From an optimization exercise on the open Yosys and OpenROAD flow, aimed at small area, a short achievable clock period and few clock cycles per item; shortcuts taken in it are not production practice.
RTL that was checked went through simulation tests only; none was proved equivalent to the original.

## ycbcr420_to_rgb_flip_core
module ycbcr420_to_rgb_flip_core
#(
	parameter int MAX_WIDTH  = 2048,
	parameter int MAX_HEIGHT = 2048
) (
	input  logic        clk,
	input  logic        arst_n,
	input  logic        wr_en,
	input  logic [1:0]  wr_index,
	input  logic [12:0] wr_data,
	input  logic        s_tvalid,
	output logic        s_tready,
	input  logic [47:0] s_tdata,
	output logic        m_tvalid,
	input  logic        m_tready,
	output logic [71:0] m_tdata,
	output logic        m_tlast,
	output logic        m_tuser
);
clock: 11.0 ns
lec_check: 0
cap_margin: 20
core_margin: 2
core_utilization: 40
cts_buf_list: sky130_fd_sc_hd__clkbuf_8
cts_cluster_diameter: 100
cts_cluster_size: 12
slew_margin: 20
standard.sh (not shown) runs the stock make flow with config.mk's settings and CLKGATE_MAP_FILE= SYNTH_SCRIPT=/design/flow/synth_recipe.tcl, a recipe that flattens the netlist after the stock synthesis.
==> flow/flow/run.sh <==
#!/bin/bash
# The standard layout, with repair_timing aiming below the clock period
# (setup margin) so the critical paths are sized and buffered, and the port
# buffers made from the smallest buffer cell (repair sizes them up as needed).
set -euo pipefail
bash standard.sh SETUP_SLACK_MARGIN=7.0 "BUFFER_PORTS_ARGS=-buffer_cell sky130_fd_sc_hd__buf_1" finish > make.log 2>&1
==> next run, changes <==
--- a/flow/design.v
+++ b/flow/design.v
@@ -577,39 +577,41 @@
 			if (!bvalid || row_step) begin
 				base <= badd;
 			end
 			kbit_q <= kmul_x[bcnt - 4'd1];
 		end
 	end
 	assign addr_ok = olast ? (bvalid || lr_q) : 1'b1;
 	logic [47:0] opix;
 	logic [23:0] ooff;
 	logic        ouser;
-	logic [23:0] offa;
-	logic [12:0] offb;
-	logic [10:0] offc;
-	logic [13:0] off_lo;
-	logic [10:0] offa_inc;
-	logic [23:0] off_n;
-	assign offa     = olast ? (lr_q ? 24'd0 : base) : ooff;
-	assign offb     = olast ? 13'({col, 2'b00}) : stride;
-	assign offc     = olast ? {col, 1'b0} : 11'd0;
-	assign off_lo   = {1'b0, offa[12:0]} + {1'b0, offb} + 14'(offc);
-	assign offa_inc = offa[23:13] + 11'd1;
-	assign off_n    = {off_lo[13] ? offa_inc : offa[23:13], off_lo[12:0]};
+	logic [23:0] up_off;
+	logic [23:0] bsel;
+	logic [13:0] up_lo;
+	logic [13:0] lo_lo;
+	logic [10:0] bsel_inc;
+	logic [10:0] ooff_inc;
+	logic [23:0] lo_off;
+	assign bsel     = lr_q ? 24'd0 : base;
+	assign up_lo    = {1'b0, bsel[12:0]} + 14'({col, 2'b00}) + 14'({col, 1'b0});
+	assign bsel_inc = bsel[23:13] + 11'd1;
+	assign up_off   = {up_lo[13] ? bsel_inc : bsel[23:13], up_lo[12:0]};
+	assign lo_lo    = {1'b0, ooff[12:0]} + {1'b0, stride};
+	assign ooff_inc = ooff[23:13] + 11'd1;
+	assign lo_off   = {lo_lo[13] ? ooff_inc : ooff[23:13], lo_lo[12:0]};
 	always_ff @(posedge clk) begin
 		if (adv) begin
 			opix[7:0]   <= sat8(add11(11'(yy_a_q), 11'(kr_q)));
 			opix[15:8]  <= sat8(add11(11'(yy_a_q), 11'(kg_q)));
 			opix[23:16] <= sat8(add11(11'(yy_a_q), 11'(kb_q)));
 			opix[31:24] <= sat8(add11(11'(yy_b_q), 11'(kr_q)));
 			opix[39:32] <= sat8(add11(11'(yy_b_q), 11'(kg_q)));
 			opix[47:40] <= sat8(add11(11'(yy_b_q), 11'(kb_q)));
-			ooff        <= off_n;
+			ooff        <= olast ? up_off : lo_off;
 			ouser       <= !olast && lc_q && lr_q;
 		end
 	end
 	assign m_tvalid = ov;
 	assign m_tlast  = olast;
 	assign m_tuser  = ouser;
 	assign m_tdata  = {ooff, opix};
 endmodule
Setup slack improved by 0.027 ns.
Wire length went down by 4.2%.
Area after synthesis is unchanged.
Count of clock-buffer cells in the layout fell by 2.
Testbench counts after the change, summed over its fixed seeds: cycles 19,304, items 9,600.
Only the layout flow was run in the first run of this note; the RTL was not checked for function there.

[what the ideal ports hide]
In the flow no input, the clock included, has a driving cell. The finished layouts below were timed again as built, in two steps. Step 1 sets driving cells, clkbuf_16 on the clock port and buf_2 on the other inputs (assumed; they add their load-dependent delay and slew). Step 2 adds t to the input delays and takes it off the output delays; t is the mean of the earliest and latest rising clock arrival at the registers after step 1. Input paths then give back, and output paths get back, about the clock's delay inside the block. Three values: no drivers, after step 1, after step 2; two values: the first two.
run	shift t [ns]	setup WS [ns]	pins driven straight from the clock port
the first run	0.657	6.945 / 6.945 / 6.548	1
the second run	0.653	6.972 / 6.972 / 6.539	1
After both steps every run listed still meets setup and hold. The setup slack of the second run, which loses most, moves by 0.000 ns with the drivers and by -0.433 ns with both steps.
